Background: an optimization exercise with open tools, aiming at small area and few clock cycles. Do not read the settings as production practice. In this exercise RTL edits were held to simulation tests only and were not proved equivalent to the original. Power is estimated from default activity; no workload was simulated.

==> pepper: inputs <==
## rv_core
module rv_core (
    input  logic            i_clk,
    input  logic            i_rst,
    input  logic [31:0]     i_instr,
    output logic            o_instr_mem_rd,
    output logic [31:0]     o_instr_mem_addr,
    input  logic [31:0]     i_data_mem_out,
    input  logic            i_dcache_done,
    output logic [31:0]     o_data_mem_addr,
    output logic            o_data_mem_en,
    output logic            o_data_mem_rd_wr,
    output logic [31:0]     o_data_mem_in,
    output logic            o_ecall
);
    logic [4:0]  f_rs1;
    logic [4:0]  f_rs2;
    logic [31:0] rf_rs1;
    logic [31:0] rf_rs2;
    logic        wr;
    logic        load;
    logic        store;
    logic        ecall;
    logic        is_reg;
    logic        is_lui;
    logic        use_rs1;
    logic        use_rs2;
    logic [31:7] ir;
    logic [31:0] a_rs1_val;
    logic [31:0] a_rs2_val;
    logic [4:0]  rd;
    logic [2:0]  f3;
    logic        alt;
    logic        sub;
    logic [31:0] imm;
    logic [31:0] rs1_val;
    logic [31:0] rs2_val;
    logic [31:0] op_a;
    logic [31:0] op_b;
    logic [31:0] result;
    logic        stall;
    logic        fwd_rs1;
    logic        fwd_rs2;
    logic        m_busy;
    logic        m_load;
    logic        m_wr;
    logic [4:0]  m_rd;
    logic [31:0] m_result;
    logic        direct;
    logic        kill_wr;
    logic        m_wr_next;
    logic [4:0]  m_rd_next;
    logic        rf_we;
    logic [4:0]  rf_waddr;
    logic [31:0] rf_wdata;
    fetch_unit u_fetch (
        .i_clk      (i_clk),
        .i_rst      (i_rst),
        .i_stall    (stall),
        .o_pc       (o_instr_mem_addr),
        .o_instr_rd (o_instr_mem_rd)
    );
    register_file u_regfile (
        .i_clk      (i_clk),
        .i_rst      (i_rst),
        .i_rs1_addr (f_rs1),
        .i_rs2_addr (f_rs2),
        .i_wr_en    (rf_we),
        .i_rd_addr  (rf_waddr),
        .i_rd_data  (rf_wdata),
        .o_rs1_data (rf_rs1),
        .o_rs2_data (rf_rs2)
    );
    decode_stage u_decode (
        .i_clk      (i_clk),
  ...
==> flow/config.mk <==
export PLATFORM = sky130hd
export DESIGN_NAME = rv_core
export DESIGN_NICKNAME = rv_core
export VERILOG_FILES = /design/flow/design.v
export SDC_FILE = /design/flow/constraint.sdc
export NUM_CORES = 4
export LEC_CHECK = 0
export CAP_MARGIN = 20
export CORE_MARGIN = 2
export CORE_UTILIZATION = 55
export CTS_BUF_LIST = sky130_fd_sc_hd__clkbuf_16
export CTS_CLUSTER_DIAMETER = 90
export CTS_CLUSTER_SIZE = 25
export PLACE_DENSITY = 0.65
export SLEW_MARGIN = 20
export SYNTH_HIERARCHICAL = 1
==> flow/constraint.sdc <==
create_clock -name core_clock -period 7.0 [get_ports {i_clk}]
set_input_delay 1.4000 -clock core_clock [delete_from_list [all_inputs] [get_ports {i_clk}]]
set_output_delay 1.4000 -clock core_clock [all_outputs]
set_load 0.01 [all_outputs]
standard.sh (not shown) runs the stock make flow with config.mk's settings and CLKGATE_MAP_FILE= SYNTH_SCRIPT=/design/flow/synth_recipe.tcl, a recipe that flattens the netlist after the stock synthesis.
==> flow/flow/run.sh <==
#!/bin/bash
# The standard layout, with smaller port buffers: every input and output
# port still gets its own buffer, a sky130_fd_sc_hd__buf_2 instead of the
# delay cell buffer_ports picks by default.
set -euo pipefail
export BUFFER_PORTS_ARGS="-buffer_cell sky130_fd_sc_hd__buf_2"
bash standard.sh > standard.log 2>&1
==> inputs of harbor, as changes to pepper <==
CORE_UTILIZATION = 60   (was 55)
CTS_CLUSTER_DIAMETER = 80   (was 90)
CTS_CLUSTER_SIZE = 20   (was 25)
PLACE_DENSITY = 0.7   (was 0.65)
==> inputs of indigo, as changes to pepper <==
==> flow/run.sh (new file) <==
#!/bin/bash
# synth_recipe.tcl (not shown) runs the flow's synth.tcl, then flattens the netlist and writes it again
# the make line also repeats each setting of config.mk as NAME=value (left out here)
make -C /OpenROAD-flow-scripts/flow DESIGN_CONFIG=/design/flow/config.mk WORK_HOME=/design/flow/orfs CLKGATE_MAP_FILE= SYNTH_SCRIPT=/design/flow/synth_recipe.tcl finish
CTS_CLUSTER_DIAMETER = 80   (was 90)
CTS_CLUSTER_SIZE = 20   (was 25)
removed: flow/flow/run.sh
removed: flow/standard.sh
==> comparison <==
harbor finished with timing, DRC and antenna clean. indigo produced a clean layout. pepper ran to the end with no violations.
Of pepper and indigo, pepper has the higher fmax (gap 1.7%, measured against indigo).
Against pepper, the cell count of indigo is higher by 1.1%.
Between pepper and indigo, the lower critical path depth is in pepper (gap 2).
Flip-flop and latch count is the same in harbor and indigo.
Die area is the same in pepper and indigo.
The lowest combinational power belongs to harbor, the highest to indigo.
Testbench counts of pepper, summed over its fixed seeds: cycles 10,576.
Testbench counts of harbor, summed over its fixed seeds: cycles 10,576.
Testbench counts of indigo, summed over its fixed seeds: cycles 10,576.

-- separate check: timing with driven ports --
The results above use ideal ports. As a check the final layouts listed here were re-extracted and re-timed, cells and wires unchanged.
Step 1: set_driving_cell puts a clkbuf_16 on i_clk and a buf_2 on each other input, an assumption about the parent block.
Step 2 moves the port delays by t, midway between the first and last clock arrival at a register: inputs arrive t later, outputs are due t later. That takes back most of the time a late clock gives input paths.
Three values: ideal, step 1, step 2; two values: the first two.
| run | t (ns) | setup WS [ns] | hold WS [ns] | clock arrival spread, ns | slew at the worst register clock pin (ns) |
|---|---|---|---|---|---|
| pepper | 0.792 | 0.600 / 0.600 / -0.077 | 0.469 / 0.469 / 0.469 | 0.040 / 0.040 | 0.11 / 0.11 |
| harbor | 0.759 | 0.536 / 0.536 / -0.042 | 0.464 / 0.464 / 0.464 | 0.034 / 0.034 | 0.09 / 0.09 |
| indigo | 0.768 | 0.494 / 0.547 / -0.220 | 0.463 / 0.463 / 0.463 | 0.048 / 0.049 | 0.09 / 0.09 |
Met with ideal ports but missed after step 2: setup timing in every run listed. The setup slack of indigo, which loses most, moves by +0.053 ns with the drivers and by -0.714 ns with both steps.
